Context: an optimization exercise on an open-source flow, tuned for small area, a short achievable clock period and few clock cycles per item. The choices shown serve that exercise and are no tape-out recipe. Only simulation tests tie the RTL to the original design; equivalence was not proved.

## flow/design.v (module list and top-level ports; edited modules follow where they fit)
// module pag_div_stage: 818 lines
// module pag_mac: 1571 lines
// module pag_fa: 10 lines
// module pag_ha: 9 lines
// module pag_clip: 304 lines
// module pixel_arithmetic_gain_offset: 266 lines
module pixel_arithmetic_gain_offset
(
    input  logic        clk,
    input  logic        rst_n,
    input  logic        psel,
    input  logic        penable,
    input  logic        pwrite,
    input  logic [3:0]  paddr,
    input  logic [31:0] pwdata,
    output logic [31:0] prdata,
    output logic        pready,
    input  logic        s_axis_tvalid,
    output logic        s_axis_tready,
    input  logic [15:0] s_axis_tdata,    
    output logic        m_axis_tvalid,
    input  logic        m_axis_tready,
    output logic [7:0]  m_axis_tdata     
);
  // ...
==> flow/flow/run.sh <==
#!/bin/bash
set -o pipefail
export BUFFER_PORTS_ARGS="-buffer_cell sky130_fd_sc_hd__buf_4"
export SETUP_SLACK_MARGIN=14.85
export CTS_ARGS="-sink_clustering_enable -repair_clock_nets -dont_use_dummy_load"
bash standard.sh > standard.log 2>&1
==> flow/standard.sh <==
#!/bin/bash
# synth_recipe.tcl (not shown) runs the flow's synth.tcl, then flattens the netlist and writes it again
# the make line also repeats each setting of config.mk as NAME=value (left out here)
make -C /OpenROAD-flow-scripts/flow DESIGN_CONFIG=/design/flow/config.mk WORK_HOME=/design/flow/orfs CLKGATE_MAP_FILE= SYNTH_SCRIPT=/design/flow/synth_recipe.tcl "${@:-finish}"
==> flow/config.mk <==
export PLATFORM = sky130hd
export DESIGN_NAME = pixel_arithmetic_gain_offset
export DESIGN_NICKNAME = pixel_arithmetic_gain_offset
export VERILOG_FILES = /design/flow/design.v
export SDC_FILE = /design/flow/constraint.sdc
export NUM_CORES = 4
export LEC_CHECK = 0
export ABC_AREA = 1
export CAP_MARGIN = 20
export CORE_MARGIN = 2
export CORE_UTILIZATION = 50
export PLACE_DENSITY = 0.68
export SLEW_MARGIN = 20
==> flow/constraint.sdc <==
create_clock -name core_clock -period 20.0 [get_ports {clk}]
set_input_delay 4.0000 -clock core_clock [delete_from_list [all_inputs] [get_ports {clk}]]
set_output_delay 4.0000 -clock core_clock [all_outputs]
set_load 0.01 [all_outputs]
==> run_results.csv, run 1 <==
group,metric,value,unit
run_status,status,"finished clean",
setup_path,cp-start-kind,"flip-flop",
timing,fin_hold_ws,436,ps
timing,finalWorstSetupSlack,14780,ps
timing,min_period,5220,ps
final_layout,drive_above_1_share,7.41,%
routing,drt_iter0_markers,6814,
yosys,synth-seq-area-share,19.5,%
cts,clkLatencyLatePin,650,ps
final_layout,final-clk-cell-share,2.08,%
final_layout,antenna_cells,7,
setup_path,cp.required,16000,ps
timing,drv_slew,0,
placed_design,dp.cells,7130,
cts,tritoncts,"done",
global_routing,grt_pass1_wl,319000,um
final_layout,nets,6770,
cts,cts.repair.resized,60,
floorplanning,taps,1254,
worst_hold_path,min_to,"g_one[0]",
global_routing,met2_usage,68.4,%
floorplanning,rows,112,
routing,drc,0,
cts,cts_made_buffers,42,
yosys,synth.distinct_cells,61,
Testbench counts, summed over its fixed seeds: cycles 25,056, items 24,576.
==> run 2: changes to the inputs <==
==> flow/flow/run.sh (replaced) <==
#!/bin/bash
set -o pipefail
export BUFFER_PORTS_ARGS="-buffer_cell sky130_fd_sc_hd__buf_4"
export SETUP_SLACK_MARGIN=14.7
export CTS_ARGS="-sink_clustering_enable -repair_clock_nets -dont_use_dummy_load"
bash standard.sh > standard.log 2>&1
==> run 2 against run 1 <==
- via count up 0.14%
- cell count down 0.28%
- still clean on timing, DRC and antenna
- core utilization down 0.28 points
==> run_results.csv, run 2 <==
group,metric,value,unit
run_status,status,"finished clean",
yosys,synth_edf_count,195,
timing,rsz0062_at_grt,"yes",
yosys,synth_cells,6034,
setup_path,path_class,"in2reg",
timing,min_period,5300,ps
routing,drt_iter0_markers,6673,
yosys,synth.distinct_cells,61,
timing,tightest_slew,1180,ps
timing,fmax,189,MHz
cts,tritoncts,"done",
final_layout,nets,6750,
setup_path,cp_slowest_stage_delay,610,ps
cts,cts_max_level,2,
yosys,avgSynthCellArea,7.82,sq um
floorplanning,die_x,311,um
timing,drv_slew,0,
yosys,synth_top_area_share,21.3,%
cts,clk_pin_slew,60,ps
cts,clkLatencyLatePin,650,ps
yosys,synth-async-reset-ratio,24.3,%
routing,drc,0,
setup_path,cp_max_fo,18,
routing,totalWireLength,223000,um
setup_path,cpMaxStageDelayCell,"o22ai_1",
placed_design,hpwl,160000,um
final_layout,reg_top3,"c3 x41, s3 x41, k1 x33",
worst_hold_path,worstHoldPathCells,0,
setup_path,worstPathCellList,"buf_4 -> nor2_2 -> buf_4 -> inv_1 -> o22ai_1",
timing,finClkSkew,63.1,ps
timing,period_share,26.5,%
yosys,synthTopCellsByCount,"1,057 x inv_1, 1,052 x nand2_1, 580 x xor2_1, 548 x o22ai_1, 502 x fa_1",
yosys,synth.area.top_cells,"fa_1 21%, edfxtp_1 12%, xor2_1 11%",
cts,root_buffer,"clkbuf_16",
floorplanning,rows,112,
setup_path,endpoint_kind,"flip-flop",
setup_path,cp.required,20490,ps
yosys,ys_ff_latch,342,
yosys,yosysMostFrequentCell,"inv_1",
routing,via_per_inst,6.43,
floorplanning,initial_utilization,50.5,%
global_routing,grt_pass1_wl,317000,um
worst_hold_path,hold_class,"reg2reg",
cts,cts_made_buffers,42,
final_layout,layout_commonest_cell,"nand2_1",
timing,fin_hold_ws,432,ps
timing,slew_headroom,20.6,%
floorplanning,die_area,96800,sq um
floorplanning,io_pins,102,
routing,first_pass_iters,12,
global_routing,grt_usage,45.3,%
global_routing,grt_pass1_vias,45500,
final_layout,final_cell_mix,"1,049 x nand2_1, 1,047 x inv_1, 580 x xor2_1",
setup_path,cp_data_arrival_time,5790,ps
placed_design,gp_congestion,1.12,
setup_path,cp-start-kind,"primary input",
final_layout,fill_cells,8686,
yosys,synth_area,47200,sq um
routing,vias,46500,
placed_design,dp.cells,7130,
cts,cts_buffer_depth,3,
global_routing,antenna_found_initial,9,
final_layout,syn_to_final_growth,6.74,%
timing,setup_violations,0,
cts,hold_buffers,0,
yosys,synth-seq-area-share,19.5,%
placed_design,io_buffers,98,
global_routing,grt_max_degree,74,
floorplanning,chipHeight,311,um
final_layout,drive_above_1_share,6.96,%
flow_run,cap_violations,0,
final_layout,fin_cells,7222,
yosys,yosys.area.top_type,"fa_1",
yosys,yosysWarnings,2,
routing,wl_per_cell,30.9,um
setup_path,r2r_cells,21,
floorplanning,core,93500,sq um
setup_path,path_common_cell,"buf_4",
yosys,synth_flop_cell,"edfxtp_1",
routing,antenna_left,0,
yosys,synth_fp_nets,6821,
cts,clock_sinks,342,
global_routing,grt_overflow,0,
timing,fin_tns_setup,0,ps
timing,final_hold_viol_count,0,
## run 2: timing repair
action	4_1_cts	5_1_grt
setup endpoints to repair	59	50
pin swaps	0	0
setup buffers	4	31
gates resized for setup	23	24
cloned	6	1
## run 2: path summary, 6_finish.rpt
check / from / to / slack (ps)
worst max-delay path: paddr[3] / prdata[29] / 14700
worst min-delay path: gain_reg[0] / g_one[0] / 430
worst max register to register: a1_one[0] / m2[17] / 14830
worst min register to register: gain_reg[0] / g_one[0] / 430
max in group asynchronous: rst_n / offset_reg[20] / 15520
min in group asynchronous: rst_n / out_d[2] / 3340
## run 2: worst max-delay path: cells and delay by family
family	cells	cell delay, ps
compound gates	1	610
buf+inv	3	1070
simple gates	1	90
## run 2: cells by family (layout without fill, tap and decap cells)
kind of cell / Yosys count / in the layout / share of synthesized area, %
AO/OA/AOI/OAI: 1220 / 1220 / 15.2
XOR/XNOR: 592 / 592 / 11.0
adder cells (fa/ha/maj): 728 / 728 / 27.3
buffers and inverters: 1485 / 1412 / 12.3
flip-flops: 342 / 342 / 19.5
multiplexers: 11 / 11 / 0.247
other: 1 / 8 / 0.00795
AND/OR/NAND/NOR: 1655 / 1655 / 14.4
## run 2: layout make-up
class	instances	area [sq um]	area share [%]
clock buffers	42	1050	2.09
flip-flops and latches	342	9240	18.3
well taps	1254	1570	3.12
inverters	1118	4260	8.46
repair inverters	7	52.6	0.104
diodes	7	17.5	0.0348
multi-input cells	4207	32200	64.0
repair buffers	245	1950	3.87
## run 2: per-stage QoR
stage | util [%] | area (sq um) | setup WS [ps]
2_1_floorplan | - | 47200 | 14900
3_3_place_gp | 52.2 | 48800 | 13680
3_5_place_dp | 52.2 | 48800 | 13570
4_1_cts | 53.4 | 49900 | 14570
5_1_grt | 53.9 | 50300 | 14620
6_report | 53.9 | 50400 | 14700
## run 2: metal layers
layer | part of all wire, % | vias up | track usage [%]
li1 | - | 19300 | -
met4 | 9.1 | 14 | 31.7
met3 | 12 | 1073 | 12.4
met2 | 42 | 3658 | 68.1
met5 | 0.067 | - | 0
met1 | 36 | 22400 | 56.4
==> run 3: changes to the inputs <==
==> flow/flow/run.sh (replaced) <==
#!/bin/bash
set -o pipefail
export BUFFER_PORTS_ARGS="-buffer_cell sky130_fd_sc_hd__buf_4"
export SETUP_SLACK_MARGIN=15.2
export CTS_ARGS="-sink_clustering_enable -repair_clock_nets -dont_use_dummy_load"
bash standard.sh > standard.log 2>&1
--- a/flow/config.mk
+++ b/flow/config.mk
@@ -8,6 +8,6 @@
 export ABC_AREA = 1
-export CAP_MARGIN = 20
+export CAP_MARGIN = 10
 export CORE_MARGIN = 2
-export CORE_UTILIZATION = 50
-export PLACE_DENSITY = 0.68
-export SLEW_MARGIN = 20
+export CORE_UTILIZATION = 45
+export PLACE_DENSITY = 0.65
+export SLEW_MARGIN = 10
==> run 3 against run 2 <==
- first-iteration DRC count down 16%
- sequential share of layout area down 0.63 points
- core utilization down 3.3 points
- highest routed layer unchanged
==> run_results.csv, run 3 <==
group,metric,value,unit
setup_path,worstPathCellList,"buf_6",
routing,via_per_inst,6.17,
timing,fin_tns_setup,0,ps
timing,min_period,5180,ps
yosys,yosysMostFrequentCell,"inv_1",
timing,slew_headroom,20.9,%
floorplanning,initial_utilization,45.5,%
final_layout,fin_util,50.6,%
cts,cts_buffer_depth,3,
setup_path,r2r_cells,14,
yosys,ys_ff_latch,342,
global_routing,grt_usage,41.1,%
cts,cts_made_buffers,43,
cts,hold_buffers,0,
setup_path,endpoint_kind,"primary output",
timing,drv_slew,0,
final_layout,nets,6808,
setup_path,cp-start-kind,"flip-flop",
yosys,synth_area,47200,sq um
timing,finClkSkew,80.8,ps
timing,finalWorstSetupSlack,14820,ps
setup_path,crit_buf_inv,1,
cts,clk_pin_slew,60,ps
yosys,synth_top_area_share,21.3,%
setup_path,cp_slowest_stage_delay,410,ps
cts,root_buffer,"clkbuf_16",
routing,totalWireLength,226000,um
yosys,synthTopCellsByCount,"1,057 x inv_1, 1,052 x nand2_1, 580 x xor2_1, 548 x o22ai_1, 502 x fa_1",
final_layout,final_cell_mix,"1,037 x inv_1, 992 x nand2_1, 566 x xor2_1",
timing,setup_violations,0,
yosys,yosysWarnings,2,
yosys,synth-async-reset-ratio,24.3,%
floorplanning,chipHeight,328,um
setup_path,path_class,"reg2out",
floorplanning,die_area,107000,sq um
final_layout,fin_cells,7406,
routing,first_pass_iters,8,
setup_path,cp_max_fo,1,
run_status,status,"finished clean",
floorplanning,io_pins,102,
final_layout,syn_to_final_growth,11.2,%
yosys,synth_edf_count,195,
cts,clkLatencyLatePin,640,ps
yosys,synth_flop_cell,"edfxtp_1",
routing,antenna_left,0,
placed_design,io_buffers,98,
final_layout,reg_top3,"c3 x41, s3 x41, k1 x33",
floorplanning,die_x,328,um
timing,final_hold_viol_count,0,
cts,clock_sinks,342,
yosys,synth.distinct_cells,61,
routing,wl_per_cell,30.6,um
global_routing,grt_pass1_vias,44600,
global_routing,grt_overflow,0,
global_routing,grt_pass1_wl,319000,um
timing,tightest_slew,1180,ps
global_routing,antenna_found_initial,10,
setup_path,cp.required,16000,ps
cts,tritoncts,"done",
yosys,avgSynthCellArea,7.82,sq um
yosys,synth-seq-area-share,19.5,%
routing,vias,45700,
cts,cts_max_level,2,
placed_design,hpwl,163000,um
setup_path,worst-path-stages,1,
yosys,yosys.area.top_type,"fa_1",
final_layout,drive_above_1_share,11.1,%
setup_path,cp_data_arrival_time,1180,ps
yosys,synth.area.top_cells,"fa_1 21%, edfxtp_1 12%, xor2_1 11%",
floorplanning,core,104000,sq um
placed_design,gp_congestion,1.07,
placed_design,pre_cts_slack,14130,ps
global_routing,grt_max_degree,102,
yosys,synth_cells,6034,
worst_hold_path,hold_class,"reg2reg",
yosys,synth_fp_nets,6821,
timing,period_share,25.9,%
routing,drc,0,
timing,rsz0062_at_grt,"yes",
worst_hold_path,worstHoldPathCells,0,
floorplanning,rows,118,
setup_path,cpMaxStageDelayCell,"dfxtp_4",
placed_design,dp.cells,7260,
routing,drt_iter0_markers,5591,
final_layout,layout_commonest_cell,"inv_1",
timing,fmax,193,MHz
flow_run,cap_violations,0,
setup_path,path_delay_family,"flip-flops",
[run 3: repair_timing]
action                     CTS  global route
gates resized for setup    130           275
setup endpoints to repair  171           136
pin swaps                    2            56
gates cloned                 6             6
buffers inserted            59            25
[run 3: per-layer routing]
layer / up-vias / track usage (%) / routed length (um)
li1: 19400 / - / -
met1: 22400 / 51.8 / 84200
met2: 3037 / 63.1 / 98900
met3: 785 / 10.3 / 24900
met4: 6 / 26.2 / 18200
met5: - / 0 / 29
[run 3: worst paths after layout]
| check | startpoint | endpoint | slack [ps] |
|---|---|---|---|
| setup / recovery | prdata[20] | prdata[20] | 14820 |
| hold / removal | gain_reg[0] | g_one[0] | 400 |
| setup reg to reg | b0[0] | k1[23] | 15060 |
| hold reg to reg | gain_reg[0] | g_one[0] | 400 |
| max in group asynchronous | rst_n | gain_reg[19] | 15440 |
| min in group asynchronous | rst_n | offset_reg[12] | 3310 |
[run 3: logic make-up (layout without fill, tap and decap cells)]
| group | count (synthesis) | after routing | synth area share [%] |
|---|---|---|---|
| other | 1 | 8 | 0.00795 |
| and+or+nand+nor | 1655 | 1655 | 14.4 |
| buffers and inverters | 1485 | 1470 | 12.3 |
| adders and majority gates | 728 | 728 | 27.3 |
| muxes | 11 | 11 | 0.247 |
| DFF | 342 | 342 | 19.5 |
| xor gates and xnor gates | 592 | 592 | 11.0 |
| AOI/OAI and AO/OA | 1220 | 1220 | 15.2 |
[run 3: layout make-up]
type	count	area (sq um)
Antenna cell	7	17.5
Clock buffer	43	1080
Fill cell	10000	51300
Inverter	1118	4300
Multi-Input combinational cell	4207	33200
Sequential cell	342	9300
Tap cell	1380	1730
Timing Repair Buffer	301	2810
Timing Repair inverter	8	57.6
[run 3: stage by stage]
| step | hold WS [ps] | cell area [sq um] |
|---|---|---|
| final | 398 | 52500 |
| after global routing | 440 | 52500 |
| after CTS | 402 | 51000 |
| after detailed placement | 427 | 49000 |
| after global placement | 423 | 49000 |
| after floorplan | 389 | 47200 |

-- static timing again, ports no longer ideal --
No port has a modelled driver above. Below, the same layouts with a new extraction and two added sets of constraints.
Step 1 (the two cells are an assumption about what drives the block):
set clk [get_ports {clk}]
set_driving_cell -lib_cell sky130_fd_sc_hd__clkbuf_16 $clk
set_driving_cell -lib_cell sky130_fd_sc_hd__buf_2 [delete_from_list [all_inputs] $clk]
Step 2 also shifts input and output timing later by t, the mid clock arrival at the registers, as if the neighbouring blocks saw the same clock.
Slacks: ideal ports / drivers / drivers and shift; pairs: ideal ports / drivers.
run	shift t [ns]	setup slack, ns	slew at the worst register clock pin (ns)
run 1	0.702	14.784 / 14.713 / 14.234	0.06 / 0.06
run 2	0.698	14.696 / 14.643 / 14.045	0.06 / 0.06
run 3	0.678	14.825 / 14.750 / 14.583	0.07 / 0.07
After both steps every run listed still meets setup and hold. The setup slack of run 2, which loses most, moves by -0.053 ns with the drivers and by -0.651 ns with both steps.
